From an optimization exercise on the open Yosys and OpenROAD flow, aimed at small area and a short achievable clock period; shortcuts taken in it are not production practice. In this exercise RTL edits were held to simulation tests only and were not proved equivalent to the original. No driver is modelled on the clock port, so clocking that relies on it looks cheaper here than on a real chip.

Design mdu_ctrl, start of the top module:
module mdu_ctrl (
  input  logic        clk,
  input  logic        reset,
  input  logic [3:0]  op,
  input  logic        valid,
  input  logic        flush,
  input  logic [31:0] A,
  input  logic [31:0] B,
  output logic        start,
  output logic        busy,
  output logic [31:0] out,
  output logic [31:0] HI,
  output logic [31:0] LO
);
For scale: roughly 1700 cells after synthesis, ~180 flip-flops.
==> flow/config.mk <==
export PLATFORM = sky130hd
export DESIGN_NAME = mdu_ctrl
export DESIGN_NICKNAME = mdu_ctrl
export VERILOG_FILES = /design/flow/design.v
export SDC_FILE = /design/flow/constraint.sdc
export NUM_CORES = 4
export LEC_CHECK = 0
export CAP_MARGIN = 20
export CORE_MARGIN = 2
export CORE_UTILIZATION = 65
export PLACE_DENSITY = 0.85
export SLEW_MARGIN = 20
==> flow/constraint.sdc <==
create_clock -name core_clock -period 150.0 [get_ports {clk}]
set_input_delay 30.0000 -clock core_clock [delete_from_list [all_inputs] [get_ports {clk}]]
set_output_delay 30.0000 -clock core_clock [all_outputs]
set_load 0.01 [all_outputs]
standard.sh (not shown) runs the stock make flow with config.mk's settings and CLKGATE_MAP_FILE= SYNTH_SCRIPT=/design/flow/synth_recipe.tcl, a recipe that flattens the netlist after the stock synthesis.
==> flow/flow/run.sh <==
#!/bin/bash
# The standard ORFS layout with these changes:
#  - synthesis is the standard flow's own script, except that ABC maps the logic with an area-oriented
#    script (flow/abc_amap.script, written by flow/synth_patch.py); registers are unchanged;
#  - the ports get the smallest buffer;
#  - the clock tree uses no dummy loads, and its leaf buffers are downsized after CTS
#    (flow/cts_downsize.tcl) while flip-flop clock-pin slews stay under 100 ps.
set -euo pipefail
here=$(pwd)
python3 flow/synth_patch.py > synth_patch.log 2>&1
bash standard.sh \
  SYNTH_SCRIPT="$here/synth_recipe_amap.tcl" \
  BUFFER_PORTS_ARGS="-buffer_cell sky130_fd_sc_hd__buf_1" \
  CTS_ARGS="-sink_clustering_enable -repair_clock_nets -dont_use_dummy_load" \
  POST_CTS_TCL="$here/flow/cts_downsize.tcl" \
  finish > standard_flow.log 2>&1
==> flow/flow/abc_amap.script <==
strash
dch
amap
strash
dch
amap
topo
stime -c
buffer -c
upsize -c
dnsize -c
==> flow/flow/synth_patch.py <==
"""Writes this flow's synthesis scripts into the work folder: bench's synth_recipe.tcl with ORFS's
synth.tcl replaced by a copy whose only change is that ABC's technology mapping runs
flow/abc_amap.script (area-oriented mapping) instead of ORFS's delay-oriented script.
Registers are not touched by that ABC call, so they come out as in the standard synthesis."""
import os, sys

work = os.getcwd()
flow_home = os.environ["FLOW_HOME"]
abc_script = os.path.join(work, "flow", "abc_amap.script")

src = open(os.path.join(flow_home, "scripts", "synth.tcl")).read()
anchor = "source $::env(SCRIPTS_DIR)/synth_preamble.tcl\n"
if src.count(anchor) != 1:
    sys.exit("synth.tcl: preamble line not found")
src = src.replace(
    anchor,
    anchor + "set abc_args [lreplace $abc_args 1 1 {%s}]\nputs \"abc args: $abc_args\"\n" % abc_script,
)
open(os.path.join(work, "synth_amap.tcl"), "w").write(src)

bench = open(os.path.join(work, "synth_recipe.tcl")).read()
line = "source $::env(SCRIPTS_DIR)/synth.tcl\n"
if bench.count(line) != 1:
    sys.exit("synth_recipe.tcl: synth.tcl line not found")
bench = bench.replace(line, "source {%s}\n" % os.path.join(work, "synth_amap.tcl"))
open(os.path.join(work, "synth_recipe_amap.tcl"), "w").write(bench)
Other scripts of this flow, unchanged in this note and not shown: flow/flow/cts_downsize.tcl
Then changed:
==> flow/flow/abc_amap.script (replaced) <==
strash
dch
amap
topo
stime -c
buffer -c
upsize -c
dnsize -c
- PLACE_DENSITY: 0.85 -> default
Final cell count increases by 0.58%.
Area after synthesis increases by 0.96%.
Non-clock buffer count increases by 1.
Global-route usage increases by 0.66 points.
Synthesized cell count increases by 0.76%.
Die area increases by 0.93%.
Wire length increases by 0.71%.
Hold slack improved by 0.013 ns.
First-iteration DRC count increases by 21%.
Then changed:
==> flow/flow/abc_amap.script (replaced) <==
strash
dch
amap
strash
dch
amap
topo
stime -c
buffer -c
upsize -c
dnsize -c
After rerunning: The changed run completed with no timing, DRC or antenna violations. Routed wire length shrinks by 0.66%. Worst setup slack loses 0.50 ns. Die area shrinks by 0.92%. Cell area shrinks by 0.55%. Hold slack loses 0.017 ns. Synthesized cell count shrinks by 0.75%. Global-route usage barely changes. Maximum frequency shrinks by 0.81%.
Then changed:
==> flow/flow/run.sh (replaced) <==
#!/bin/bash
# The standard ORFS layout, with the smallest buffer on the ports, a clock tree
# without dummy loads, and the clock tree's leaf buffers downsized after CTS
# (flow/cts_downsize.tcl) while flip-flop clock-pin slews stay under 100 ps.
set -euo pipefail
here=$(pwd)
bash standard.sh \
  BUFFER_PORTS_ARGS="-buffer_cell sky130_fd_sc_hd__buf_1" \
  CTS_ARGS="-sink_clustering_enable -repair_clock_nets -dont_use_dummy_load" \
  POST_CTS_TCL="$here/flow/cts_downsize.tcl" \
  finish > standard_flow.log 2>&1
removed: flow/flow/abc_amap.script
removed: flow/flow/synth_patch.py
Setup slack gets better by 0.29 ns.
Via count shrinks by a few percent.
Global-route usage shrinks by 2.0 points.
Wire length grows slightly.
Clock-buffer cell count is unchanged.
Design area grows by a little under a tenth.
Worst hold slack gets better by 0.012 ns.
Non-clock buffer count stays the same.
Synthesized cell count shrinks by a few percent.
Then changed:
==> flow/flow/run.sh (replaced) <==
#!/bin/bash
# The standard ORFS layout with these changes:
#  - synthesis is the standard flow's own script, except that ABC maps the logic with an area-oriented
#    script (flow/abc_amap.script, written by flow/synth_patch.py); registers are unchanged;
#  - the ports get the smallest buffer;
#  - the clock tree uses no dummy loads, and its leaf buffers are downsized after CTS
#    (flow/cts_downsize.tcl) while flip-flop clock-pin slews stay under 100 ps;
#  - timing repair after CTS aims for 88.8 ns of setup slack (a 61.2 ns period) instead of 0.
set -euo pipefail
here=$(pwd)
python3 flow/synth_patch.py > synth_patch.log 2>&1
bash standard.sh \
  SYNTH_SCRIPT="$here/synth_recipe_amap.tcl" \
  BUFFER_PORTS_ARGS="-buffer_cell sky130_fd_sc_hd__buf_1" \
  CTS_ARGS="-sink_clustering_enable -repair_clock_nets -dont_use_dummy_load" \
  POST_CTS_TCL="$here/flow/cts_downsize.tcl" \
  SETUP_SLACK_MARGIN=88.8 \
  finish > standard_flow.log 2>&1
==> flow/flow/abc_amap.script (new file) <==
strash
dch
amap
strash
dch
amap
topo
stime -c
buffer -c
upsize -c
dnsize -c
==> flow/flow/synth_patch.py (new file) <==
"""Writes this flow's synthesis scripts into the work folder: bench's synth_recipe.tcl with ORFS's
synth.tcl replaced by a copy whose only change is that ABC's technology mapping runs
flow/abc_amap.script (area-oriented mapping) instead of ORFS's delay-oriented script.
Registers are not touched by that ABC call, so they come out as in the standard synthesis."""
import os, sys

work = os.getcwd()
flow_home = os.environ["FLOW_HOME"]
abc_script = os.path.join(work, "flow", "abc_amap.script")

src = open(os.path.join(flow_home, "scripts", "synth.tcl")).read()
anchor = "source $::env(SCRIPTS_DIR)/synth_preamble.tcl\n"
if src.count(anchor) != 1:
    sys.exit("synth.tcl: preamble line not found")
src = src.replace(
    anchor,
    anchor + "set abc_args [lreplace $abc_args 1 1 {%s}]\nputs \"abc args: $abc_args\"\n" % abc_script,
)
open(os.path.join(work, "synth_amap.tcl"), "w").write(src)

bench = open(os.path.join(work, "synth_recipe.tcl")).read()
line = "source $::env(SCRIPTS_DIR)/synth.tcl\n"
if bench.count(line) != 1:
    sys.exit("synth_recipe.tcl: synth.tcl line not found")
bench = bench.replace(line, "source {%s}\n" % os.path.join(work, "synth_amap.tcl"))
open(os.path.join(work, "synth_recipe_amap.tcl"), "w").write(bench)
Outcome:
- global-route usage rises by 2.6 points
- worst setup slack is better by 0.10 ns
- via count came out higher by 8.7%
- core utilization increases by 1.7 points
- design area goes down by about 5%

==> afterwards: timing with drivers on the ports <==
In the flow no input, the clock included, has a driving cell. The finished layouts below were timed again as built, in two steps.
Step 1: set_driving_cell puts a clkbuf_16 on clk and a buf_2 on each other input, an assumption about the parent block.
Step 2 adds t to the input delays and takes it off the output delays; t is the mean of the earliest and latest rising clock arrival at the registers after step 1. Input paths then give back, and output paths get back, about the clock's delay inside the block.
Slacks: no drivers / after step 1 / after step 2; pairs: no drivers / after step 1.
run | shift t [ns] | setup slack, ns | clock arrival spread, ns | slew at the worst register clock pin (ns) | worst data-port slew with drivers (ns)
the first run | 0.448 | 88.432 / 88.410 / 88.410 | 0.035 / 0.035 | 0.10 / 0.10 | 0.06
the second run | 0.436 | 88.947 / 88.923 / 88.923 | 0.035 / 0.036 | 0.10 / 0.10 | 0.06
the third run | 0.432 | 88.449 / 88.422 / 88.422 | 0.027 / 0.027 | 0.09 / 0.09 | 0.05
the fourth run | 0.434 | 88.735 / 88.707 / 88.707 | 0.029 / 0.029 | 0.10 / 0.10 | 0.04
the fifth run | 0.441 | 88.835 / 88.810 / 88.810 | 0.029 / 0.029 | 0.10 / 0.10 | 0.05
After both steps setup and hold are still met in every run listed. The setup slack of the fourth run, which loses most, moves by -0.028 ns with the drivers and by -0.028 ns with both steps.
